What follows belongs to an exercise in optimizing a design on an open flow for small area; a production flow would make more cautious choices.
RTL that was checked went through simulation tests only; none was proved equivalent to the original.
No functional check of the RTL was part of run 5.
No activity file was given, so power comes from the tool's default toggle rates.

File: flow/design.v
`default_nettype none
module branch_predictor_bht #(
    parameter int ENTRIES = 64,
    parameter int TAG_W   = 8,
    parameter int CTR_W   = 2
) (
    input  logic        Clk,
    input  logic        Reset,
    input  logic [31:0] FetchPC,
    output logic        PredHit,
    output logic        PredTaken,
    output logic [31:0] PredTarget,
    input  logic        UpdateValid,
    input  logic [31:0] UpdatePC,
    input  logic        UpdateTaken,
    input  logic [31:0] UpdateTarget,
    input  logic        UpdatePredTaken
);
    localparam int IDX_W = $clog2(ENTRIES);
    localparam int DAT_W = 32 + TAG_W + CTR_W;    
    localparam logic [CTR_W-1:0] c_ctrMax   = {CTR_W{1'b1}};
    localparam logic [CTR_W-1:0] c_ctrZero  = {CTR_W{1'b0}};
    localparam logic [CTR_W-1:0] c_ctrWeakT = CTR_W'(1 << (CTR_W - 1));
    localparam logic [CTR_W-1:0] c_ctrOne   = CTR_W'(1);
    logic               r_phase;
    logic               r_valid [ENTRIES];
    logic [DAT_W-1:0]   r_dat   [ENTRIES];    
    logic [ENTRIES-1:0] w_fSel, w_uSel;
    logic [IDX_W-1:0]   w_fetchIdx, w_updIdx;
    logic [TAG_W-1:0]   w_fetchTag, w_updTag;
    logic               w_fValid, w_uValid;
    logic [DAT_W-2:0]   w_fRaw;       
    logic [TAG_W+CTR_W-1:0] w_uRaw;
    logic [DAT_W-2:0]   w_fDat;
    logic [TAG_W-1:0]   w_uTag;
    logic [CTR_W-1:0]   w_ctrCur, w_ctrNext, w_ctrNew;
    logic               w_fetchHit, w_updHit;
    logic               w_wrAll;
    logic [31:0]        w_wrTarget;
    logic [TAG_W-1:0]   w_wrTag;
    logic [CTR_W-1:0]   w_wrCtr;
    logic               w_unused;
    assign w_fetchIdx = FetchPC[IDX_W+1:2];
    assign w_fetchTag = FetchPC[IDX_W+TAG_W+1:IDX_W+2];
    assign w_updIdx   = UpdatePC[IDX_W+1:2];
    assign w_updTag   = UpdatePC[IDX_W+TAG_W+1:IDX_W+2];
    always_comb begin
        for (int i = 0; i < ENTRIES; i++) begin
            w_fSel[i] = (w_fetchIdx == IDX_W'(i));
            w_uSel[i] = (w_updIdx == IDX_W'(i));
        end
    end
    logic [ENTRIES*DAT_W-1:0]           w_fCol;
    logic [ENTRIES*(TAG_W+CTR_W+1)-1:0] w_uCol;
    always_comb begin
        for (int i = 0; i < ENTRIES; i++) begin
            w_fCol[i*DAT_W +: DAT_W]                   = {r_valid[i], r_dat[i][DAT_W-1], r_dat[i][DAT_W-CTR_W-1:0]};
            w_uCol[i*(TAG_W+CTR_W+1) +: TAG_W+CTR_W+1] = {r_valid[i], r_dat[i][DAT_W-1:32]};
        end
    end
    bp_bht_rdmux #(.N(ENTRIES), .W(DAT_W)) u_fRd (
        .Sel (w_fSel),
        .D   (w_fCol),
        .Y   ({w_fValid, w_fRaw})
    );
    bp_bht_rdmux #(.N(ENTRIES), .W(TAG_W + CTR_W + 1)) u_uRd (
        .Sel (w_uSel),
        .D   (w_uCol),
        .Y   ({w_uValid, w_uRaw})
    );
    assign w_fDat     = w_fRaw ^ {(DAT_W-1){r_phase}};
    assign w_fetchHit = w_fValid && (w_fDat[DAT_W-CTR_W-1:32] == w_fetchTag);
    assign PredHit    = !Reset && w_fetchHit;
    assign PredTaken  = !Reset && w_fetchHit && w_fDat[DAT_W-2];
    assign PredTarget = (!Reset && w_fetchHit) ? w_fDat[31:0] : 32'h0;
    assign w_uTag   = w_uRaw[TAG_W-1:0] ^ {TAG_W{r_phase}};
    assign w_ctrCur = w_uRaw[TAG_W+CTR_W-1:TAG_W] ^ {CTR_W{r_phase}};
    assign w_updHit = w_uValid && (w_uTag == w_updTag);
    always_comb begin
        w_ctrNext = w_ctrCur;
        if (UpdateTaken) begin
            if (w_ctrCur != c_ctrMax) w_ctrNext = w_ctrCur + c_ctrOne;
        end else begin
            if (w_ctrCur != c_ctrZero) w_ctrNext = w_ctrCur - c_ctrOne;
        end
    end
    assign w_ctrNew = w_updHit ? w_ctrNext : c_ctrWeakT;
    assign w_wrAll    = UpdateValid && UpdateTaken;
    assign w_wrTarget = UpdateTarget ^ {32{~r_phase}};
    assign w_wrTag    = w_updTag     ^ {TAG_W{~r_phase}};
    assign w_wrCtr    = w_ctrNew     ^ {CTR_W{~r_phase}};
    always_ff @(posedge Clk or posedge Reset) begin
        if (Reset) r_phase <= 1'b0;
        else       r_phase <= ~r_phase;
    end
    always_ff @(posedge Clk or posedge Reset) begin
        if (Reset) begin
            for (int i = 0; i < ENTRIES; i++) r_valid[i] <= 1'b0;
        end else begin
            for (int i = 0; i < ENTRIES; i++)
                if (w_wrAll && w_uSel[i]) r_valid[i] <= 1'b1;
        end
    end
    logic [ENTRIES-1:0] w_weAll, w_weAllN, w_weCtr, w_weCtrN;
    logic [DAT_W-1:0]   w_wrDatN;
    always_comb begin
        for (int i = 0; i < ENTRIES; i++) begin
            w_weAll[i]  = w_wrAll && w_uSel[i];
            w_weAllN[i] = !w_weAll[i];
            w_weCtr[i]  = UpdateValid && w_uSel[i] && (w_updHit || UpdateTaken);
            w_weCtrN[i] = !w_weCtr[i];
        end
    end
    assign w_wrDatN = ~{w_wrCtr, w_wrTag, w_wrTarget};
    for (genvar i = 0; i < ENTRIES; i++) begin : g_row
        bp_bht_row #(.W_ALL(32 + TAG_W), .W_CTR(CTR_W)) u_row (
            .Clk    (Clk),
            .WeAll  (w_weAll[i]),
            .WeAllN (w_weAllN[i]),
            .WeCtr  (w_weCtr[i]),
            .WeCtrN (w_weCtrN[i]),
            .DN     (w_wrDatN),
            .Q      (r_dat[i])
        );
    end
    assign w_unused = ^{FetchPC, UpdatePC, UpdatePredTaken};
endmodule
`default_nettype wire
`default_nettype none
module bp_bht_row #(
    parameter int W_ALL = 40,
    parameter int W_CTR = 2
) (
    input  logic                   Clk,
    input  logic                   WeAll,
    input  logic                   WeAllN,
    input  logic                   WeCtr,
    input  logic                   WeCtrN,
    input  logic [W_CTR+W_ALL-1:0] DN,
    output logic [W_CTR+W_ALL-1:0] Q
);
    always_ff @(posedge Clk) begin
        Q[W_ALL-1:0]           <= ~((Q[W_ALL-1:0] | {W_ALL{WeAll}}) &
                                    ({W_ALL{WeAllN}} | DN[W_ALL-1:0]));
        Q[W_CTR+W_ALL-1:W_ALL] <= ~((Q[W_CTR+W_ALL-1:W_ALL] | {W_CTR{WeCtr}}) &
                                    ({W_CTR{WeCtrN}} | DN[W_CTR+W_ALL-1:W_ALL]));
    end
endmodule
`default_nettype wire
`default_nettype none
module bp_bht_rdmux #(
    parameter int N = 64,
    parameter int W = 43
) (
    input  logic [N-1:0]   Sel,
    input  logic [N*W-1:0] D,
    output logic [W-1:0]   Y
);
    localparam int G = (N + 2) / 3;
    logic [W-1:0] w_grpN [G];
    for (genvar g = 0; g < G; g++) begin : g_grp
        if (3 * g + 2 < N) begin : g_three
            bp_bht_aoi3 #(.W(W)) u_aoi (
                .S  (Sel[3*g +: 3]),
                .D0 (D[(3*g)*W +: W]),
                .D1 (D[(3*g+1)*W +: W]),
                .D2 (D[(3*g+2)*W +: W]),
                .YN (w_grpN[g])
            );
        end else if (3 * g + 1 < N) begin : g_two
            assign w_grpN[g] = ~(({W{Sel[3*g]}} & D[(3*g)*W +: W]) |
                                 ({W{Sel[3*g+1]}} & D[(3*g+1)*W +: W]));
        end else begin : g_one
            assign w_grpN[g] = ~({W{Sel[3*g]}} & D[(3*g)*W +: W]);
        end
    end
    always_comb begin
        Y = '0;
        for (int g = 0; g < G; g++) Y = Y | ~w_grpN[g];
    end
endmodule
module bp_bht_aoi3 #(
    parameter int W = 43
) (
    input  logic [2:0]   S,
    input  logic [W-1:0] D0,
    input  logic [W-1:0] D1,
    input  logic [W-1:0] D2,
    output logic [W-1:0] YN
);
    assign YN = ~(({W{S[0]}} & D0) | ({W{S[1]}} & D1) | ({W{S[2]}} & D2));
endmodule
`default_nettype wire
File: flow/run.sh
#!/bin/bash
# synth_recipe.tcl (not shown) runs the flow's synth.tcl, then flattens the netlist and writes it again
# the make line also repeats each setting of config.mk as NAME=value (left out here)
make -C /OpenROAD-flow-scripts/flow DESIGN_CONFIG=/design/flow/config.mk WORK_HOME=/design/flow/orfs CLKGATE_MAP_FILE= SYNTH_SCRIPT=/design/flow/synth_recipe.tcl finish
File: flow/config.mk
export PLATFORM = sky130hd
export DESIGN_NAME = branch_predictor_bht
export DESIGN_NICKNAME = branch_predictor_bht
export VERILOG_FILES = /design/flow/design.v
export SDC_FILE = /design/flow/constraint.sdc
export NUM_CORES = 4
export LEC_CHECK = 0
export CAP_MARGIN = 20
export CORE_MARGIN = 2
export CORE_UTILIZATION = 30
export SLEW_MARGIN = 20
export SYNTH_HIERARCHICAL = 1
export SYNTH_MINIMUM_KEEP_SIZE = 0
File: flow/constraint.sdc
create_clock -name core_clock -period 9.0 [get_ports {Clk}]
set_input_delay 1.8000 -clock core_clock [delete_from_list [all_inputs] [get_ports {Clk}]]
set_output_delay 1.8000 -clock core_clock [all_outputs]
set_load 0.01 [all_outputs]
==> results of run 1 <==
-- state kept, by name (all words and copies together), names as in the netlist --
signal / flops
r_valid: 64
g_row.u_row.Q: 2688
r_phase: 1
-- worst max-delay path, delay by kind of cell --
kind | cells | cell delay [ns]
AND/OR/NAND/NOR | 8 | 2.25
buffers and inverters | 6 | 2.11
AO/OA/AOI/OAI | 4 | 0.81
-- Yosys cell counts, types with 4 or more instances --
cell and n:
buf_1 4, buf_2 367, a211oi_1 13, nand3_1 134, nand2_1 199, buf_6 522, a211oi_2 40, dfxtp_1 2688
clkbuf_1 54, dfrtp_1 65, nor3_1 68, nand4_1 214, o22ai_1 2689, nor2b_1 10, nand2b_1 74, nor3_2 6
xor2_1 47, xnor2_1 37, nor4_1 54, nor2_1 187, buf_12 4, a222oi_1 1114, inv_1 74
-- placed cells by master, fill, tap and decap left out, drive strengths merged, types with 2 or more instances in the layout --
master / n
a211oi: 53
clkinv: 66
o2111ai: 3
o221ai: 2
a222oi: 1114
a41oi: 2
clkbuf: 391
nand2: 199
nand3: 134
bufinv: 20
inv: 88
nand2b: 74
nor4: 54
xnor2: 37
clkinvlp: 7
or2: 3
dfrtp: 65
o211a: 2
and3: 2
diode: 17
nor2: 187
nor3: 74
xor2: 47
nand4: 214
buf: 447
nor2b: 10
dfxtp: 2688
a21oi: 2
o22ai: 2689
a2111oi: 2
clkdlybuf4s50: 97
-- worst max-delay path by stage --
| stage | start | end | slack (ns) | depth (start not counted) |
|---|---|---|---|---|
| floorplan | FetchPC[7] | PredTarget[0] | 2.44 | 16 |
| global placement | FetchPC[3] | PredTaken | 0.08 | 18 |
| detailed placement | FetchPC[2] | PredTaken | 0.18 | 17 |
| CTS | FetchPC[2] | PredTaken | 0.17 | 17 |
| global route | FetchPC[5] | PredTarget[28] | 0.04 | 18 |
| finish | FetchPC[5] | PredTarget[24] | 0.18 | 18 |
-- power by group through the flow --
| stage | logic (uW) | registers [uW] | clock network [uW] |
|---|---|---|---|
| finish | 1950 | 14500 | 12000 |
| detailed placement | 1890 | 14700 | 0 |
| global route | 2070 | 14600 | 12600 |
| global placement | 1800 | 14600 | 0 |
| floorplan | 1230 | 14500 | 0 |
| CTS | 1890 | 14400 | 12100 |
-- cell type report --
class                   count  area [um^2]  share of cell area, %
flip-flops and latches   2753        55400                   50.0
multi-input cells        4914        35800                   32.3
well taps                4325         5410                   4.88
inverters                  74          279                  0.252
diodes                     17         42.5                 0.0384
clock buffers             391         8280                   7.47
repair buffers            544         4450                   4.02
clock inverters           107         1140                   1.03
-- per-stage QoR --
step | util [%] | hold WS [ns] | setup WS, ns
after floorplan | - | 0.421 | 2.44
after global placement | 31.2 | 0.428 | 0.0763
after detailed placement | 31.2 | 0.436 | 0.178
after CTS | 34.1 | 0.445 | 0.169
after global routing | 34.1 | 0.450 | 0.0421
final | 34.1 | 0.442 | 0.180
-- repair_timing --
item / 4_1_cts / 5_1_grt
gates resized for setup: 0 / 5
endpoints found under the setup margin: 0 / 34
hold buffers: 0 / 0
buffers inserted: 0 / 1
-- layer usage --
layer	routed length (um)	part of all wire [%]
met5	243	0.058
met1	160000	38
met3	60000	14
met4	25900	6.2
met2	174000	42
-- logic make-up after synthesis --
group | after synthesis | synth area share [%]
DFF | 2753 | 56.6
AOI/OAI and AO/OA | 3875 | 29.3
xor gates and xnor gates | 84 | 0.751
buffers and inverters | 1027 | 8.47
and+or+nand+nor | 954 | 4.87
muxes | 1 | 0.0230
==> results.json, run 1 <==
{
  "status": "complete, no violations",
  "fin_tns_setup_ns": 0,
  "rr_worst_depth": 12,
  "path_cells": "clkdlybuf4s50_1 -> nor2b_1 -> nand2_2 -> nor2_4 -> buf_4 -> a222oi_1 -> nand4_1 -> nor4_1 -> buf_4 -> nand2_1 -> nand2b_1 -> o221ai_1 -> a2111oi_0 -> buf_4 -> o2111ai_4 -> buf_12 -> nor2_1 -> clkdlybuf4s50_1",
  "drc": 0,
  "finalSetupViolations": 0,
  "critPathLaunchType": "input port",
  "dieWidth_um": 576,
  "leakage_uw": 0.0394,
  "powerDensity_nw_per_um2": 257,
  "hold_depth": 1,
  "top_usage_layer": "met2",
  "finalHoldViolCount": 0,
  "synth_area_per_cell_um2": 11.3,
  "nFillCells": 31800,
  "firstDrtPassIters": 17,
  "die_h_um": 576,
  "clk_latency_ns": 0.89,
  "via_count": 88500,
  "r2r-end": "g_row[0].u_row.Q[41]",
  "worstMarginPinSlew_ns": 1.18,
  "fmax_ghz": 0.113,
  "synthCells": 8694,
  "fin_nets": 8668,
  "share_seq_of_total_power_pct": 50.9,
  "worstPathRequired_ns": 7.20,
  "worst_r2r_startpoint": "r_valid[3]",
  "grt_pass1_vias": 83200,
  "synth_edf_count": 0,
  "viasPerCell": 6.75,
  "min_path_type": "reg2reg",
  "initial_core_util_pct": 30.2,
  "critPathMaxFanout": 31,
  "stdcell_count": 13100,
  "grtUsageMet3_pct": 7.84,
  "synth_area_leaders": "dfxtp_1 55%, o22ai_1 17%, a222oi_1 11%",
  "syn_area_um2": 98000,
  "coreArea_um2": 325000,
  "layout_min_cycle_time_ns": 8.82,
  "drv_cap": 0,
  "grt_pass1_wl_um": 592000,
  "grt.total_usage_pct": 23.8,
  "hpwlAfterDp_um": 261000,
  "cts_buffers": 280,
  "grt_max_degree": 65,
  "cts_tree": "yes",
  "numPlacedInstances": 12600,
  "ir_drop_uv": 170,
  "portBuffers": 97,
  "p_sw_uw": 6950,
  "cts_sinks": 2753,
  "drtAntennaViolNets": 0,
  "syn-num-nets": 8795,
  "ys.flop_type": "dfxtp_1",
  "dieArea_um2": 331000,
  "rsz0062_at_grt": "false",
  "critPathKind": "in2out",
  "synth_seq_area_share_pct": 56.6,
  "maxSlewViolCount": 0,
  "dr.first_iter.drc_count": 19800,
  "routedWlPerCell_um": 32.0,
  "cp-end-kind": "primary output",
  "post-route-period-util_pct": 98.0,
  "cp_slowest_cell": "clkdlybuf4s50_1",
  "slowest_delay_ns": 0.59,
  "synthDistinctLibCells": 43,
  "cp_common_cell": "buf_4",
  "ys_seq_elements": 2753,
  "placed_cell_area_um2": 101000,
  "fin_skew_ns": 0.0545,
  "antenna_found_initial": 43,
  "power_uw": 28400,
  "hold_start": "g_row[5].u_row.Q[21]",
  "path_clk_slew_ns": 0.06,
  "cp_data_arrival_time_ns": 7.02,
  "hold_path_end": "g_row[5].u_row.Q[21]",
  "htree_num_levels": 5,
  "synth_top_area_cell": "dfxtp_1",
  "power.share.clock_pct": 42.2,
  "slew_headroom_pct": 21.0,
  "synth_top_area_share_pct": 54.9,
  "syn2layout_area_growth_pct": 13.0,
  "met2_usage_pct": 34.3,
  "grt_use_met1_pct": 31.1,
  "gp_congestion": 0.995,
  "num_rows": 209,
  "ys_async_sr_fraction_pct": 2.36,
  "r2r_setup_slack_ns": 4.52,
  "stdcell_area_um2": 111000,
  "cts_buffer_depth": 4,
  "grt_remaining_overflow": 0,
  "yosys_warnings": 17,
  "io_pins": 135,
  "p_sw_share_pct": 24.5,
  "root_buffer": "clkbuf_16",
  "p_comb_share_pct": 6.9,
  "drive_gt1_share_pct": 13.1,
  "drt-total-wl_um": 420000,
  "p_int_uw": 21500
}
==> inputs of run 2 (changes only) <==
--- a/flow/config.mk
+++ b/flow/config.mk
@@ -7,7 +7,9 @@
 export LEC_CHECK = 0
 export CAP_MARGIN = 20
 export CORE_MARGIN = 2
-export CORE_UTILIZATION = 30
+export CORE_UTILIZATION = 60
+export CTS_CLUSTER_DIAMETER = 100
+export CTS_CLUSTER_SIZE = 28
 export SLEW_MARGIN = 20
 export SYNTH_HIERARCHICAL = 1
 export SYNTH_MINIMUM_KEEP_SIZE = 0
==> run 2 against run 1 <==
Now fails the layout checks on negative setup slack. Clock skew fell by 0.013 ns. Core utilization rose by 28 points. Non-clock buffer count did not move. Die area is 50% lower. Flip-flop and latch count did not move. Count of clock-buffer cells in the layout fell by 262. Sequential power is essentially flat. Final cell count down 19%. Largest power group unchanged.
==> results.json, run 2 <==
{
  "dieWidth_um": 408,
  "cts_buffer_depth": 3,
  "powerDensity_nw_per_um2": 221,
  "fin_tns_setup_ns": -0.294,
  "routedWlPerCell_um": 38.0,
  "finalHoldViolCount": 0,
  "grt_pass1_wl_um": 571000,
  "nFillCells": 13500,
  "drv_cap": 0,
  "synth_top_family_by_area": "compound AO/OA/AOI/OAI gates",
  "synth_area_per_cell_um2": 11.3,
  "power_uw": 22500,
  "critPathKind": "in2out",
  "min_path_type": "reg2reg",
  "dieArea_um2": 167000,
  "layout_min_cycle_time_ns": 9.04,
  "die_h_um": 408,
  "numPlacedInstances": 10500,
  "synth_area_leaders": "dfxtp_1 55%, o22ai_1 17%, a222oi_1 11%",
  "grt_remaining_overflow": 0,
  "layout_common_cells": "2689 x o22ai_1, 2688 x dfxtp_1, 1114 x a222oi_1, 434 x buf_4, 214 x nand4_1",
  "syn2layout_area_growth_pct": 3.90,
  "post-route-period-util_pct": 100,
  "worstMarginPinSlew_ns": 1.37,
  "cts_setup_buffers": 0,
  "antenna_found_initial": 35,
  "stdcell_count": 10600,
  "portBuffers": 97,
  "muxShareOfSynthArea_pct": 0.0230,
  "cts_buffers": 109,
  "fin_nets": 8497,
  "coreArea_um2": 163000,
  "yosys_warnings": 17,
  "htree_num_levels": 3,
  "critPathMaxFanout": 24,
  "root_buffer": "clkbuf_16",
  "initial_core_util_pct": 60.3,
  "final_common_cell": "o22ai_1",
  "viasPerCell": 8.20,
  "ir_drop_uv": 199,
  "ys.flop_type": "dfxtp_1",
  "path_clk_slew_ns": 0.10,
  "ys_seq_elements": 2753,
  "dr.first_iter.drc_count": 20200,
  "ys_async_sr_fraction_pct": 2.36,
  "drive_gt1_share_pct": 9.88,
  "syn-num-nets": 8795,
  "grt.total_usage_pct": 45.9,
  "drc": 0,
  "reg.largest.list": "g_row.u_row.Q (2688), r_valid (64), r_phase (1)",
  "critPathLaunchType": "input port",
  "clk_latency_ns": 0.84,
  "syn_area_um2": 98000,
  "drt-total-wl_um": 403000,
  "synth_top_area_share_pct": 54.9,
  "fmax_ghz": 0.111,
  "leakage_uw": 0.0362,
  "io_pins": 135,
  "slew_headroom_pct": 8.54,
  "synthTopCellsByCount": "2689 x o22ai_1, 2688 x dfxtp_1, 1114 x a222oi_1",
  "firstDrtPassIters": 14,
  "hold_buffers": 0,
  "synth_seq_area_share_pct": 56.6,
  "gp_congestion": 1.07,
  "maxSlewViolCount": 0,
  "yosys.area_share.simple_pct": 4.87,
  "largest_register": "g_row.u_row.Q",
  "synth_most_common_cell": "o22ai_1",
  "drtAntennaViolNets": 0,
  "synthCells": 8694,
  "synth-compound-area-share_pct": 29.3,
  "synth_adder_area_share_pct": 0,
  "hpwlAfterDp_um": 252000,
  "largest_register_ffs": 2688,
  "synth_edf_count": 0,
  "num_rows": 148,
  "fin_skew_ns": 0.0420,
  "cp-end-kind": "primary output",
  "violations": "negative setup slack",
  "fin_ws_ns": -0.0411,
  "synth_top_area_cell": "dfxtp_1",
  "status": "failed layout checks",
  "finalSetupViolations": 19,
  "cts_tree": "yes",
  "grt_pass1_vias": 80200,
  "worstPathRequired_ns": 7.20,
  "synthDistinctLibCells": 43,
  "via_count": 87000,
  "cts_sinks": 2753,
  "cp_data_arrival_time_ns": 7.24,
  "grt_max_degree": 74,
  "synth_xor_area_share_pct": 0.751
}
run 2: cell counts after synthesis:
No cell type changed its count.
run 2: power breakdown:
group	switching (uW)	total [uW]	internal, uW
clock network	3820	6100	2280
logic	1140	1990	852
registers	843	14500	13600
run 2: cell type report:
class                           instances  area (um^2)  share of cell area (%)
Sequential cell                      2753        55400                    54.4
Multi-Input combinational cell       4914        35900                    35.2
Timing Repair Buffer                  544         4500                    4.42
Clock buffer                          129         2850                    2.79
Tap cell                             2175         2720                    2.67
Inverter                               74          278                   0.273
Clock inverter                          8          149                   0.146
Antenna cell                           11         27.5                  0.0270
run 2: logic make-up (layout without fill, tap and decap cells):
kind of cell,Yosys count,after routing
other,0,11
XOR/XNOR,84,84
AO/OA/AOI/OAI,3875,3875
multiplexers,1,1
buffers and inverters,1027,755
AND/OR/NAND/NOR,954,954
flip-flops,2753,2753
run 2: metal layers:
metal	vias to the layer above	global-route usage, %	part of all wire (%)
met3	1215	15.8	15
met5	-	0	0.053
met4	32	29.7	7.7
met2	7104	64.3	41
li1	35700	-	-
met1	43000	60.0	37
run 2: worst max-delay path, cell delays in order:
cell	delay, ns
clkdlybuf4s50_1	0.65
nor2b_2	0.32
nand3_1	0.35
buf_4	0.22
nor2_4	0.10
a222oi_1	0.42
nand4_1	0.33
buf_4	0.24
nor4_2	0.56
nand2_1	0.33
buf_4	0.24
nand2_1	0.05
nand3_1	0.07
nor3_1	0.31
o2111ai_4	0.15
buf_12	0.19
buf_12	0.16
nor2_1	0.14
clkdlybuf4s50_1	0.56
run 2: worst paths after layout:
kind / start / endpoint / slack (ns) / depth (start not counted)
min in group asynchronous: Reset / r_valid[29] / 1.76 / 3
worst max register to register: r_valid[3] / g_row[60].u_row.Q[40] / 4.03 / 11
max in group asynchronous: Reset / r_phase / 6.52 / 3
worst min-delay path: g_row[17].u_row.Q[4] / g_row[17].u_row.Q[4] / 0.45 / 1
worst max-delay path: FetchPC[5] / PredTarget[7] / -0.04 / 19
worst min register to register: g_row[17].u_row.Q[4] / g_row[17].u_row.Q[4] / 0.45 / 1
run 2: metrics by stage:
| step | utilization [%] | instance area [um^2] | hold WS, ns | worst slack (ns) |
|---|---|---|---|---|
| final | 62.6 | 102000 | 0.446 | -0.0411 |
| after CTS | 62.5 | 102000 | 0.450 | 0.00638 |
| after detailed placement | 60.7 | 98700 | 0.436 | -0.107 |
| after global placement | 60.7 | 98700 | 0.428 | -0.0888 |
| after floorplan | - | 98000 | 0.421 | 2.44 |
| after global routing | 62.6 | 102000 | 0.457 | -0.0000115 |
run 2: repair_timing:
action / CTS / global route
gates resized for setup: 1 / 14
setup endpoints to repair: 34 / 34
pin swaps: 0 / 3
==> inputs of run 3 (changes only) <==
==> flow/flow/run.sh (new file) <==
#!/bin/bash
set -euo pipefail
export BUFFER_PORTS_ARGS="-buffer_cell sky130_fd_sc_hd__buf_1"
export CTS_ARGS="-sink_clustering_enable -repair_clock_nets -sink_clustering_size 24 -sink_clustering_max_diameter 80 -dont_use_dummy_load"
bash standard.sh finish > standard.log 2>&1
==> flow/standard.sh (new file) <==
#!/bin/bash
# synth_recipe.tcl (not shown) runs the flow's synth.tcl, then flattens the netlist and writes it again
# the make line also repeats each setting of config.mk as NAME=value (left out here)
make -C /OpenROAD-flow-scripts/flow DESIGN_CONFIG=/design/flow/config.mk WORK_HOME=/design/flow/orfs CLKGATE_MAP_FILE= SYNTH_SCRIPT=/design/flow/synth_recipe.tcl "${@:-finish}"
--- a/flow/config.mk
+++ b/flow/config.mk
@@ -7,9 +7,9 @@
 export LEC_CHECK = 0
 export CAP_MARGIN = 20
 export CORE_MARGIN = 2
-export CORE_UTILIZATION = 60
-export CTS_CLUSTER_DIAMETER = 100
-export CTS_CLUSTER_SIZE = 28
+export CORE_UTILIZATION = 50
+export CTS_CLUSTER_DIAMETER = 80
+export CTS_CLUSTER_SIZE = 24
 export SLEW_MARGIN = 20
 export SYNTH_HIERARCHICAL = 1
 export SYNTH_MINIMUM_KEEP_SIZE = 0
removed: flow/run.sh
==> run 3 against run 2 <==
Now clean on timing, DRC and antenna. Area after synthesis is the same. Cell area is essentially flat. Sequential share of layout area is essentially flat. Setup slack gained 0.19 ns. Largest cell class unchanged. Register-to-register slack lost 0.17 ns. Combinational power shrank 3%. Synthesized cell count is the same. Flip-flop and latch count is the same. Total power grew 2.4%. Worst hold slack lost 0.00076 ns. Final cell count grew 3.8%.
==> results.json, run 3 <==
{
  "powerDensity_nw_per_um2": 227,
  "synthDistinctLibCells": 43,
  "finalHoldViolCount": 0,
  "coreArea_um2": 195000,
  "grt_max_degree": 65,
  "maxSlewViolCount": 0,
  "firstDrtPassIters": 12,
  "ys.flop_type": "dfxtp_1",
  "ctsResizeCount": 0,
  "grt_remaining_overflow": 0,
  "syn2layout_area_growth_pct": 3.80,
  "drt-total-wl_um": 416000,
  "gp_congestion": 1.05,
  "rr_worst_depth": 11,
  "largest_register_ffs": 2688,
  "synthCells": 8694,
  "r2r-end": "g_row[27].u_row.Q[41]",
  "ir_drop_uv": 202,
  "routedWlPerCell_um": 37.8,
  "fin_nets": 8471,
  "synth_top_area_cell": "dfxtp_1",
  "r2r_setup_slack_ns": 3.86,
  "synth_seq_area_share_pct": 56.6,
  "path_clk_slew_ns": 0.09,
  "grt_pass1_wl_um": 586000,
  "rsz0062_at_grt": "false",
  "ys_seq_elements": 2753,
  "cts_tree": "yes",
  "antenna_found_initial": 30,
  "min_path_type": "reg2reg",
  "critPathLaunchType": "input port",
  "ys_async_sr_fraction_pct": 2.36,
  "worstPathRequired_ns": 7.20,
  "grt_pass1_vias": 79900,
  "dr.first_iter.drc_count": 19000,
  "numPlacedInstances": 10900,
  "synth_top_area_share_pct": 54.9,
  "hold_path_end": "g_row[23].u_row.Q[19]",
  "reg.largest.list": "g_row.u_row.Q (2688), r_valid (64), r_phase (1)",
  "root_buffer": "clkbuf_16",
  "post-route-period-util_pct": 98.4,
  "yosys_warnings": 17,
  "worstMarginPinSlew_ns": 1.34,
  "met2_length_um": 174000,
  "synth_area_leaders": "dfxtp_1 55%, o22ai_1 17%, a222oi_1 11%",
  "finalSetupViolations": 0,
  "cts_buffers": 140,
  "cts_sinks": 2753,
  "stdcell_count": 11000,
  "drive_gt1_share_pct": 9.33,
  "initial_core_util_pct": 50.3,
  "highest_layer": "met5",
  "fin_skew_ns": 0.0887,
  "leakage_uw": 0.0359,
  "fin_tns_setup_ns": 0,
  "fmax_ghz": 0.113,
  "portBuffers": 97,
  "status": "complete, no violations",
  "critPathMaxFanout": 31,
  "largest_register": "g_row.u_row.Q",
  "hold_buffers": 0,
  "syn_area_um2": 98000,
  "hpwlAfterDp_um": 257000,
  "slew_headroom_pct": 10.1,
  "power_uw": 23100,
  "num_rows": 162,
  "synth_edf_count": 0,
  "cp-end-kind": "primary output",
  "viasPerCell": 7.85,
  "layout_min_cycle_time_ns": 8.85,
  "die_h_um": 447,
  "worst_r2r_startpoint": "r_valid[3]",
  "placed_cell_area_um2": 98200,
  "layout_common_cells": "2689 x o22ai_1, 2688 x dfxtp_1, 1114 x a222oi_1, 382 x buf_4, 214 x nand4_1",
  "stdcell_area_um2": 102000,
  "hold_start": "g_row[23].u_row.Q[19]",
  "clk_latency_ns": 0.84,
  "syn-num-nets": 8795,
  "grt.total_usage_pct": 39.9,
  "cp_data_arrival_time_ns": 7.05,
  "cts_buffer_depth": 3,
  "drtAntennaViolNets": 0,
  "synthTopCellsByCount": "2689 x o22ai_1, 2688 x dfxtp_1, 1114 x a222oi_1",
  "drv_cap": 0,
  "final_common_cell": "o22ai_1",
  "drc": 0,
  "critPathKind": "in2out",
  "wl_met3_um": 54200,
  "hold_depth": 1,
  "dieWidth_um": 447,
  "synth_area_per_cell_um2": 11.3,
  "via_count": 86400,
  "dieArea_um2": 200000,
  "synth_most_common_cell": "o22ai_1",
  "cts_setup_buffers": 0,
  "m1WireLength_um": 156000,
  "io_pins": 135,
  "htree_num_levels": 4
}
[run 3: changes by cell type in the layout (fill, tap and decap cells not counted), sizes merged]
cell	previous run	this run
clkbuf	129	141
diode	11	14
buf	447	486
clkdlybuf4s50	97	0
inv	78	70
[run 3: kinds of logic (layout without fill, tap and decap cells)]
kind of cell    Yosys count  after routing  synth area share [%]
xor+xnor                 84             84                 0.751
simple gates            954            954                  4.87
mux                       1              1                0.0230
compound gates         3875           3875                  29.3
flops                  2753           2753                  56.6
buf+inv                1027            701                  8.47
other cells               0             14                     0
[run 3: worst max path at each step]
stage	from	end	slack [ns]	cells past startpoint
finish	FetchPC[3]	PredTarget[15]	0.15	17
global route	FetchPC[2]	PredTarget[27]	0.13	16
CTS	FetchPC[3]	PredTarget[16]	0.54	16
detailed placement	FetchPC[3]	PredTarget[16]	0.55	16
global placement	FetchPC[3]	PredTarget[11]	0.58	16
floorplan	FetchPC[7]	PredTarget[0]	2.44	16
[run 3: area by class of cell]
class / count / area, um^2
fillers: 17300 / 93000
flip-flops and latches: 2753 / 55400
multi-input cells: 4914 / 35800
clock buffers: 140 / 3500
repair buffers: 487 / 3390
well taps: 2624 / 3280
inverters: 74 / 279
diodes: 14 / 35.0
[run 3: per-stage QoR]
step                      utilization (%)  worst slack [ns]  hold WS, ns
after floorplan                         -              2.44        0.421
after global placement               50.4             0.580        0.428
after detailed placement             50.4             0.553        0.436
after CTS                            52.2             0.545        0.445
after global routing                 52.2             0.131        0.456
final                                52.2             0.148        0.446
[run 3: critical path: stages]
cell and delay [ns]:
buf_1 0.23, nor2_1 0.14, nand3_1 0.67, buf_4 0.25
nor2_4 0.07, buf_4 0.27, a222oi_1 0.50, nand4_1 0.61
nor4_1 0.49, buf_4 0.21, nand2_1 0.26, xor2_1 0.27
o31ai_1 0.39, o2111ai_4 0.26, buf_12 0.25, nor2_1 0.13
buf_1 0.17
[run 3: power by group]
part | leakage [uW] | internal, uW | total [uW] | switching [uW]
Combinational | 0.00935 | 813 | 1940 | 1130
Clock | 0.00173 | 2780 | 6690 | 3900
Sequential | 0.0248 | 13600 | 14400 | 837
[run 3: per-layer routing]
metal,vias to the layer above,GRT usage [%]
li1,35600,-
met1,43300,52.0
met2,6395,57.5
met5,-,0
met3,1106,11.5
met4,16,26.0
==> inputs of run 4 (changes only) <==
--- a/flow/design.v
+++ b/flow/design.v
@@ -69,7 +69,8 @@
         .Y   ({w_uValid, w_uRaw})
     );
     assign w_fDat     = w_fRaw ^ {(DAT_W-1){r_phase}};
-    assign w_fetchHit = w_fValid && (w_fDat[DAT_W-CTR_W-1:32] == w_fetchTag);
+    assign w_fetchHit = w_fValid &&
+                        (w_fRaw[DAT_W-CTR_W-1:32] == (w_fetchTag ^ {TAG_W{r_phase}}));
     assign PredHit    = !Reset && w_fetchHit;
     assign PredTaken  = !Reset && w_fetchHit && w_fDat[DAT_W-2];
     assign PredTarget = (!Reset && w_fetchHit) ? w_fDat[31:0] : 32'h0;
==> flow/flow/run.sh (replaced) <==
#!/bin/bash
set -euo pipefail
export BUFFER_PORTS_ARGS="-buffer_cell sky130_fd_sc_hd__buf_1"
export CTS_ARGS="-sink_clustering_enable -repair_clock_nets -sink_clustering_size 16 -sink_clustering_max_diameter 60 -dont_use_dummy_load -buf_list sky130_fd_sc_hd__clkbuf_8"
bash standard.sh finish > standard.log 2>&1
--- a/flow/config.mk
+++ b/flow/config.mk
@@ -7,9 +7,10 @@
 export LEC_CHECK = 0
 export CAP_MARGIN = 20
 export CORE_MARGIN = 2
-export CORE_UTILIZATION = 50
-export CTS_CLUSTER_DIAMETER = 80
-export CTS_CLUSTER_SIZE = 24
+export CORE_UTILIZATION = 45
+export CTS_CLUSTER_DIAMETER = 60
+export CTS_CLUSTER_SIZE = 16
+export SETUP_SLACK_MARGIN = 0.9
 export SLEW_MARGIN = 20
 export SYNTH_HIERARCHICAL = 1
 export SYNTH_MINIMUM_KEEP_SIZE = 0
==> run 4 against run 3 <==
Still clean. Worst hold slack got worse by 0.00086 ns. Clock power fell by 12%. Total power fell by 3.5%. Global-route usage fell by 4.3 points. Count of clock-buffer cells in the layout rose by 62. Core utilization fell by 5.4 points. Sequential power barely moved. Die area rose by 11%. Critical path depth fell by 6. Flip-flop and latch count did not move. Critical path type unchanged. Critical endpoint is now PredTarget[18].
==> results.json, run 4 <==
{
  "status": "complete, no violations",
  "drt-total-wl_um": 418000,
  "slew_headroom_pct": 18.6,
  "fmax_ghz": 0.123,
  "grt_pass1_vias": 81800,
  "maxSlewViolCount": 0,
  "layout_common_cells": "2691 x o22ai_1, 2688 x dfxtp_1, 1113 x a222oi_1, 387 x buf_4, 217 x nand4_1",
  "initial_core_util_pct": 45.2,
  "ys_async_sr_fraction_pct": 2.36,
  "power_uw": 22300,
  "leakage_uw": 0.0358,
  "finalHoldViolCount": 0,
  "hpwlAfterDp_um": 255000,
  "syn-num-nets": 8796,
  "dieArea_um2": 222000,
  "grt_pass1_wl_um": 587000,
  "stdcell_count": 11300,
  "cts_buffer_depth": 3,
  "grt_max_degree": 68,
  "r2r_setup_slack_ns": 3.84,
  "hold_depth": 1,
  "dieWidth_um": 471,
  "placed_cell_area_um2": 98400,
  "reg.largest.list": "g_row.u_row.Q (2688), r_valid (64), r_phase (1)",
  "portBuffers": 97,
  "worstPathRequired_ns": 7.20,
  "synth_top_area_share_pct": 54.9,
  "cts_tree": "yes",
  "critPathKind": "in2out",
  "final_common_cell": "o22ai_1",
  "clk_latency_ns": 1.12,
  "fin_skew_ns": 0.172,
  "cp_data_arrival_time_ns": 6.30,
  "dr.first_iter.drc_count": 19200,
  "root_buffer": "clkbuf_8",
  "viasPerCell": 7.72,
  "cts_sinks": 2753,
  "synthDistinctLibCells": 52,
  "cp_slowest_cell": "nand4_1",
  "critPathLaunchType": "input port",
  "grt.total_usage_pct": 35.6,
  "drive_gt1_share_pct": 10.3,
  "die_h_um": 471,
  "antenna_found_initial": 34,
  "synth_area_per_cell_um2": 11.3,
  "stdcell_area_um2": 102000,
  "synthCells": 8695,
  "gp_congestion": 1.01,
  "worst_r2r_startpoint": "g_row[54].u_row.Q[39]",
  "fin_nets": 8550,
  "via_count": 87400,
  "largest_register_ffs": 2688,
  "io_pins": 135,
  "synth_seq_area_share_pct": 56.5,
  "ys_seq_elements": 2753,
  "largest_register": "g_row.u_row.Q",
  "ys.flop_type": "dfxtp_1",
  "syn_area_um2": 98100,
  "worstMarginPinSlew_ns": 1.22,
  "cp_common_cell": "buf_1",
  "synthTopCellsByCount": "2691 x o22ai_1, 2688 x dfxtp_1, 1113 x a222oi_1",
  "htree_num_levels": 4,
  "grt_remaining_overflow": 0,
  "layout_min_cycle_time_ns": 8.10,
  "post-route-period-util_pct": 90.0,
  "syn2layout_area_growth_pct": 3.51,
  "drc": 0,
  "synth_top_area_cell": "dfxtp_1",
  "firstDrtPassIters": 13,
  "critPathMaxFanout": 34,
  "rr_worst_depth": 11,
  "hold_path_end": "g_row[20].u_row.Q[18]",
  "routedWlPerCell_um": 37.0,
  "path_clk_slew_ns": 0.04,
  "synth_edf_count": 0,
  "min_path_type": "reg2reg",
  "rsz0062_at_grt": "false",
  "coreArea_um2": 217000,
  "yosys_warnings": 17,
  "finalSetupViolations": 0,
  "cts_buffers": 202,
  "slowest_delay_ns": 0.92,
  "ir_drop_uv": 173,
  "hold_start": "g_row[20].u_row.Q[18]",
  "synth_area_leaders": "dfxtp_1 55%, o22ai_1 17%, a222oi_1 11%",
  "r2r-end": "g_row[36].u_row.Q[40]",
  "powerDensity_nw_per_um2": 219,
  "fin_tns_setup_ns": 0,
  "cp-end-kind": "primary output",
  "numPlacedInstances": 11100,
  "num_rows": 171,
  "drtAntennaViolNets": 0,
  "hold_buffers": 0,
  "utilization_pct": 46.8,
  "synth_most_common_cell": "o22ai_1",
  "drv_cap": 0,
  "path_cells": "buf_1 -> nand2b_4 -> nor2_4 -> buf_4 -> a222oi_1 -> nand4_1 -> nor4_1 -> nand2_1 -> xnor2_1 -> nor2_1 -> buf_1"
}
## run 4: cell types whose count changed in the layout (fill, tap and decap cells not counted), moves of 5 or more
cell | before | now
buf_4 | 382 | 387
nor2b_1 | 10 | 4
nand3_1 | 134 | 128
nand2_2 | 65 | 70
clkbuf_16 | 140 | 0
nand2_1 | 134 | 127
buf_6 | 0 | 6
clkbuf_8 | 0 | 202
nor3_2 | 11 | 6
## run 4: how the worst max path moves through the flow
stage / depth (start not counted) / from / end / slack [ns]
after floorplan: 15 / FetchPC[7] / PredTarget[0] / 2.49
after global routing: 16 / FetchPC[5] / PredTarget[27] / 0.90
after CTS: 17 / FetchPC[2] / PredTarget[27] / 0.91
after detailed placement: 15 / FetchPC[5] / PredTarget[27] / 0.57
after global placement: 15 / FetchPC[6] / PredTarget[29] / 0.58
final: 11 / FetchPC[7] / PredTarget[18] / 0.90
## run 4: repair_timing
| item | CTS | global route |
|---|---|---|
| pin swaps | 3 | 6 |
| cloned | 1 | 3 |
| endpoints found under the setup margin | 34 | 34 |
| buffers inserted | 3 | 11 |
| resized for setup | 10 | 23 |
## run 4: logic make-up after synthesis
| kind of cell | Yosys count | synth area share (%) |
|---|---|---|
| compound gates | 3876 | 29.3 |
| xor+xnor | 84 | 0.758 |
| mux | 1 | 0.0115 |
| flops | 2753 | 56.5 |
| buf+inv | 1027 | 8.55 |
| simple gates | 954 | 4.86 |
## run 4: per-layer routing
| layer | wire [um] | GRT usage [%] |
|---|---|---|
| met4 | 31900 | 24.0 |
| met1 | 156000 | 46.4 |
| met5 | 145 | 0 |
| met3 | 56400 | 10.2 |
| met2 | 174000 | 50.8 |
## run 4: layout make-up
| cell class | instances | area, um^2 |
|---|---|---|
| Sequential cell | 2753 | 55400 |
| Timing Repair Buffer | 499 | 3530 |
| Fill cell | 20000 | 115000 |
| Clock buffer | 202 | 2780 |
| Multi-Input combinational cell | 4919 | 35900 |
| Inverter | 74 | 279 |
| Antenna cell | 13 | 32.5 |
| Tap cell | 2854 | 3570 |
## run 4: power by group
part           leakage (uW)  internal (uW)  switching (uW)
clock network       0.00145           2000            3910
registers            0.0248          13600             839
logic               0.00953            814            1090
total                0.0358          16400            5840
## run 4: worst max-delay path, delay by kind of cell
kind	cells	cell delay, ns
AO/OA/AOI/OAI	1	0.55
buffers and inverters	3	0.85
AND/OR/NAND/NOR	6	2.86
XOR/XNOR	1	0.21
## run 4: per-stage QoR
stage               hold slack, ns  setup slack [ns]
floorplan                    0.421              2.49
global placement             0.429             0.576
detailed placement           0.436             0.571
CTS                          0.443             0.908
global route                 0.452             0.902
finish                       0.445             0.897
==> inputs of run 5 (changes only) <==
--- a/flow/design.v
+++ b/flow/design.v
@@ -29,9 +29,9 @@
     logic [IDX_W-1:0]   w_fetchIdx, w_updIdx;
     logic [TAG_W-1:0]   w_fetchTag, w_updTag;
     logic               w_fValid, w_uValid;
-    logic [DAT_W-2:0]   w_fRaw;       
+    logic [DAT_W-1:0]   w_fRaw;
     logic [TAG_W+CTR_W-1:0] w_uRaw;
-    logic [DAT_W-2:0]   w_fDat;
+    logic [DAT_W-1:0]   w_fDat;
     logic [TAG_W-1:0]   w_uTag;
     logic [CTR_W-1:0]   w_ctrCur, w_ctrNext, w_ctrNew;
     logic               w_fetchHit, w_updHit;
@@ -50,15 +50,15 @@
             w_uSel[i] = (w_updIdx == IDX_W'(i));
         end
     end
-    logic [ENTRIES*DAT_W-1:0]           w_fCol;
+    logic [ENTRIES*(DAT_W+1)-1:0]       w_fCol;
     logic [ENTRIES*(TAG_W+CTR_W+1)-1:0] w_uCol;
     always_comb begin
         for (int i = 0; i < ENTRIES; i++) begin
-            w_fCol[i*DAT_W +: DAT_W]                   = {r_valid[i], r_dat[i][DAT_W-1], r_dat[i][DAT_W-CTR_W-1:0]};
+            w_fCol[i*(DAT_W+1) +: DAT_W+1]             = {r_valid[i], r_dat[i]};
             w_uCol[i*(TAG_W+CTR_W+1) +: TAG_W+CTR_W+1] = {r_valid[i], r_dat[i][DAT_W-1:32]};
         end
     end
-    bp_bht_rdmux #(.N(ENTRIES), .W(DAT_W)) u_fRd (
+    bp_bht_rdmux #(.N(ENTRIES), .W(DAT_W + 1)) u_fRd (
         .Sel (w_fSel),
         .D   (w_fCol),
         .Y   ({w_fValid, w_fRaw})
@@ -68,11 +68,10 @@
         .D   (w_uCol),
         .Y   ({w_uValid, w_uRaw})
     );
-    assign w_fDat     = w_fRaw ^ {(DAT_W-1){r_phase}};
-    assign w_fetchHit = w_fValid &&
-                        (w_fRaw[DAT_W-CTR_W-1:32] == (w_fetchTag ^ {TAG_W{r_phase}}));
+    assign w_fDat     = w_fRaw ^ {DAT_W{r_phase}};
+    assign w_fetchHit = w_fValid && (w_fDat[DAT_W-CTR_W-1:32] == w_fetchTag);
     assign PredHit    = !Reset && w_fetchHit;
-    assign PredTaken  = !Reset && w_fetchHit && w_fDat[DAT_W-2];
+    assign PredTaken  = !Reset && w_fetchHit && w_fDat[DAT_W-1];
     assign PredTarget = (!Reset && w_fetchHit) ? w_fDat[31:0] : 32'h0;
     assign w_uTag   = w_uRaw[TAG_W-1:0] ^ {TAG_W{r_phase}};
     assign w_ctrCur = w_uRaw[TAG_W+CTR_W-1:TAG_W] ^ {CTR_W{r_phase}};
@@ -153,42 +152,13 @@
     parameter int N = 64,
     parameter int W = 43
 ) (
-    input  logic [N-1:0]   Sel,
+    input  logic [N-1:0] Sel,
     input  logic [N*W-1:0] D,
-    output logic [W-1:0]   Y
+    output logic [W-1:0] Y
 );
-    localparam int G = (N + 2) / 3;
-    logic [W-1:0] w_grpN [G];
-    for (genvar g = 0; g < G; g++) begin : g_grp
-        if (3 * g + 2 < N) begin : g_three
-            bp_bht_aoi3 #(.W(W)) u_aoi (
-                .S  (Sel[3*g +: 3]),
-                .D0 (D[(3*g)*W +: W]),
-                .D1 (D[(3*g+1)*W +: W]),
-                .D2 (D[(3*g+2)*W +: W]),
-                .YN (w_grpN[g])
-            );
-        end else if (3 * g + 1 < N) begin : g_two
-            assign w_grpN[g] = ~(({W{Sel[3*g]}} & D[(3*g)*W +: W]) |
-                                 ({W{Sel[3*g+1]}} & D[(3*g+1)*W +: W]));
-        end else begin : g_one
-            assign w_grpN[g] = ~({W{Sel[3*g]}} & D[(3*g)*W +: W]);
-        end
-    end
     always_comb begin
         Y = '0;
-        for (int g = 0; g < G; g++) Y = Y | ~w_grpN[g];
+        for (int i = 0; i < N; i++) Y = Y | ({W{Sel[i]}} & D[i*W +: W]);
     end
 endmodule
-module bp_bht_aoi3 #(
-    parameter int W = 43
-) (
-    input  logic [2:0]   S,
-    input  logic [W-1:0] D0,
-    input  logic [W-1:0] D1,
-    input  logic [W-1:0] D2,
-    output logic [W-1:0] YN
-);
-    assign YN = ~(({W{S[0]}} & D0) | ({W{S[1]}} & D1) | ({W{S[2]}} & D2));
-endmodule
 `default_nettype wire
==> flow/run.sh (new file) <==
#!/bin/bash
# synth_recipe.tcl (not shown) runs the flow's synth.tcl, then flattens the netlist and writes it again
# the make line also repeats each setting of config.mk as NAME=value (left out here)
make -C /OpenROAD-flow-scripts/flow DESIGN_CONFIG=/design/flow/config.mk WORK_HOME=/design/flow/orfs CLKGATE_MAP_FILE= SYNTH_SCRIPT=/design/flow/synth_recipe.tcl finish
--- a/flow/config.mk
+++ b/flow/config.mk
@@ -7,10 +7,7 @@
 export LEC_CHECK = 0
 export CAP_MARGIN = 20
 export CORE_MARGIN = 2
-export CORE_UTILIZATION = 45
-export CTS_CLUSTER_DIAMETER = 60
-export CTS_CLUSTER_SIZE = 16
-export SETUP_SLACK_MARGIN = 0.9
+export CORE_UTILIZATION = 30
 export SLEW_MARGIN = 20
 export SYNTH_HIERARCHICAL = 1
 export SYNTH_MINIMUM_KEEP_SIZE = 0
removed: flow/flow/run.sh
removed: flow/standard.sh
==> run 5 against run 4 <==
Still clean on timing, DRC and antenna. Total power rose by 31%. Final cell count rose by 21%. Critical path depth rose by 7. First-iteration DRC count fell by 40%. Via count rose by 2.3%. Flip-flop and latch count did not move. Clock power rose by 110%. Fmax fell by 8.9%. Count of clock-buffer cells in the layout rose by 228. Largest power group unchanged. Highest routed layer unchanged.
==> results.json, run 5 <==
{
  "status": "complete, no violations",
  "critPathKind": "in2out",
  "powerDensity_nw_per_um2": 254,
  "critPathLaunchType": "input port",
  "firstDrtPassIters": 8,
  "post-route-period-util_pct": 98.9,
  "coreArea_um2": 330000,
  "drt-total-wl_um": 441000,
  "viasPerCell": 6.54,
  "min_path_type": "reg2reg",
  "cts_tree": "yes",
  "slowest_delay_ns": 0.60,
  "p_int_uw": 22000,
  "hold_depth": 1,
  "die_h_um": 580,
  "layout_min_cycle_time_ns": 8.90,
  "cp_data_arrival_time_ns": 7.10,
  "largest_register_ffs": 2688,
  "grt_pass1_wl_um": 620000,
  "finalHoldViolCount": 0,
  "hold_path_end": "g_row[49].u_row.Q[6]",
  "cp_top_family": "buffers and inverters",
  "power.share.clock_pct": 43.5,
  "grt_pass1_vias": 84900,
  "drive_gt1_share_pct": 12.5,
  "synth_area_per_cell_um2": 11.0,
  "r2r-end": "g_row[16].u_row.Q[41]",
  "slew_headroom_pct": 18.2,
  "finalSetupViolations": 0,
  "dieArea_um2": 336000,
  "synthCells": 9068,
  "grt_remaining_overflow": 0,
  "reg.largest.list": "g_row.u_row.Q (2688), r_valid (64), r_phase (1)",
  "hpwlAfterDp_um": 285000,
  "cts_buffers": 306,
  "ctsResizeCount": 0,
  "drv_cap": 0,
  "p_sw_uw": 7100,
  "largest_register": "g_row.u_row.Q",
  "grt_max_degree": 65,
  "critPathMaxFanout": 34,
  "leakage_uw": 0.0415,
  "hold_start": "g_row[49].u_row.Q[6]",
  "cp_slowest_cell": "or4_1",
  "cts_sinks": 2753,
  "initial_core_util_pct": 30.1,
  "cp-end-kind": "primary output",
  "ir_drop_uv": 216,
  "worstMarginPinSlew_ns": 1.22,
  "worst_r2r_startpoint": "g_row[22].u_row.Q[32]",
  "cts_buffer_depth": 4,
  "num_rows": 211,
  "gp_congestion": 0.992,
  "via_count": 89400,
  "htree_num_levels": 5,
  "rsz0062_at_grt": "false",
  "syn2layout_area_growth_pct": 15.3,
  "hold_buffers": 0,
  "power_uw": 29100,
  "dieWidth_um": 580,
  "share_seq_of_total_power_pct": 49.7,
  "layout_common_cells": "2690 x o22ai_1, 2688 x dfxtp_1, 847 x a22o_1, 844 x a221oi_1, 503 x buf_4",
  "r2r_setup_slack_ns": 4.39,
  "syn-num-nets": 9169,
  "path_cells": "clkdlybuf4s50_1 -> buf_4 -> nor2b_1 -> nand3_1 -> nor2_4 -> a22o_1 -> a221oi_1 -> nand4_1 -> buf_4 -> or4_1 -> inv_1 -> o221ai_1 -> a2111oi_0 -> buf_4 -> o2111ai_4 -> buf_12 -> nor2_1 -> clkdlybuf4s50_1",
  "routedWlPerCell_um": 32.3,
  "fin_nets": 9140,
  "dr.first_iter.drc_count": 11500,
  "cp_common_cell": "buf_4",
  "antenna_found_initial": 57,
  "syn_area_um2": 99400,
  "drc": 0,
  "whs_ns": 0.443,
  "root_buffer": "clkbuf_16",
  "io_pins": 135,
  "cts_setup_buffers": 0,
  "clk_latency_ns": 0.98,
  "critPathBufInv": 7,
  "p_comb_share_pct": 6.8,
  "path_clk_slew_ns": 0.06,
  "fin_skew_ns": 0.0984,
  "drtAntennaViolNets": 0,
  "worstPathRequired_ns": 7.20,
  "rr_worst_depth": 11,
  "p_sw_share_pct": 24.4,
  "portBuffers": 97,
  "maxSlewViolCount": 0,
  "utilization_pct": 34.7,
  "yosys_warnings": 13,
  "grt.total_usage_pct": 25.0,
  "final_common_cell": "o22ai_1",
  "fmax_ghz": 0.112
}
## run 5: how the worst max path moves through the flow
stage	from	endpoint	slack [ns]	cells after the start
3_3_place_gp	FetchPC[7]	PredTarget[24]	-0.005	17
4_1_cts	FetchPC[7]	PredTarget[13]	0.18	17
6_report	FetchPC[3]	PredTarget[26]	0.10	18
5_1_grt	FetchPC[3]	PredTarget[18]	0.01	18
3_5_place_dp	FetchPC[7]	PredTarget[13]	0.18	17
2_1_floorplan	UpdatePC[7]	g_row[0].u_row.Q[40]	0.59	15
## run 5: per-layer routing
layer / routed length, um / part of all wire (%) / vias to the layer above / GRT usage (%)
met5: 210 / 0.048 / - / 0
met4: 28500 / 6.5 / 34 / 15.0
met2: 193000 / 44 / 5569 / 37.9
met3: 44900 / 10 / 1203 / 6.66
met1: 175000 / 40 / 45300 / 31.8
li1: - / - / 37200 / -
## run 5: power groups by stage
stage	clock (uW)	combinational [uW]	sequential (uW)
after floorplan	0	1220	14500
after global routing	13200	2090	14600
after CTS	12700	1940	14400
after global placement	0	1850	14600
final	12700	1980	14500
after detailed placement	0	1940	14700
## run 5: final cells by class
type                       count  area, um^2
antenna                       45         113
inverter                      74         280
sequential                  2753       55400
tap                         4366        5460
timing repair buffer         616        5070
fill                       32600      215000
multi-input combinational   5288       38200
clock buffer                 430        8900
clock inverter                93        1160
## run 5: per-stage QoR
step           setup slack [ns]  cell area [um^2]  instances  setup TNS (ns)
2_1_floorplan             0.594             99400       9068               0
3_3_place_gp           -0.00482            104000      13100        -0.00482
3_5_place_dp              0.176            104000      13100               0
4_1_cts                   0.176            114000      13600               0
5_1_grt                  0.0131            115000      13600               0
6_report                  0.103            115000      13700               0

[port drivers added, routing unchanged]
The flow's constraints put no driver on any port. The routed layouts listed below were extracted and timed again, unchanged, in two steps. Step 1, drivers: a clkbuf_16 drives Clk and a buf_2 each remaining input, both assumed. Step 2, shift: input delay + t, output delay - t, t = (earliest + latest rising clock arrival at the registers) / 2. This alone moves slack from input paths to output paths. Three values: no drivers, after step 1, after step 2; two values: the first two.
| run | shift t [ns] | setup slack, ns | latest minus earliest clock arrival (ns) | worst register clock-pin slew, ns |
|---|---|---|---|---|
| run 1 | 0.943 | 0.180 / -0.026 / -0.026 | 0.081 / 0.080 | 0.07 / 0.07 |
| run 2 | 0.899 | -0.041 / -0.064 / -0.064 | 0.045 / 0.045 | 0.12 / 0.12 |
| run 3 | 0.897 | 0.148 / -0.033 / -0.033 | 0.113 / 0.113 | 0.10 / 0.10 |
| run 4 | 1.124 | 0.897 / 0.792 / 0.308 | 0.172 / 0.171 | 0.11 / 0.11 |
| run 5 | 1.046 | 0.103 / 0.076 / 0.076 | 0.103 / 0.103 | 0.07 / 0.07 |
Met with ideal ports but missed after step 2: setup timing in run 1 and run 3. For run 4, which loses most, drivers alone change the setup slack by -0.105 ns; drivers and shift together by -0.589 ns.
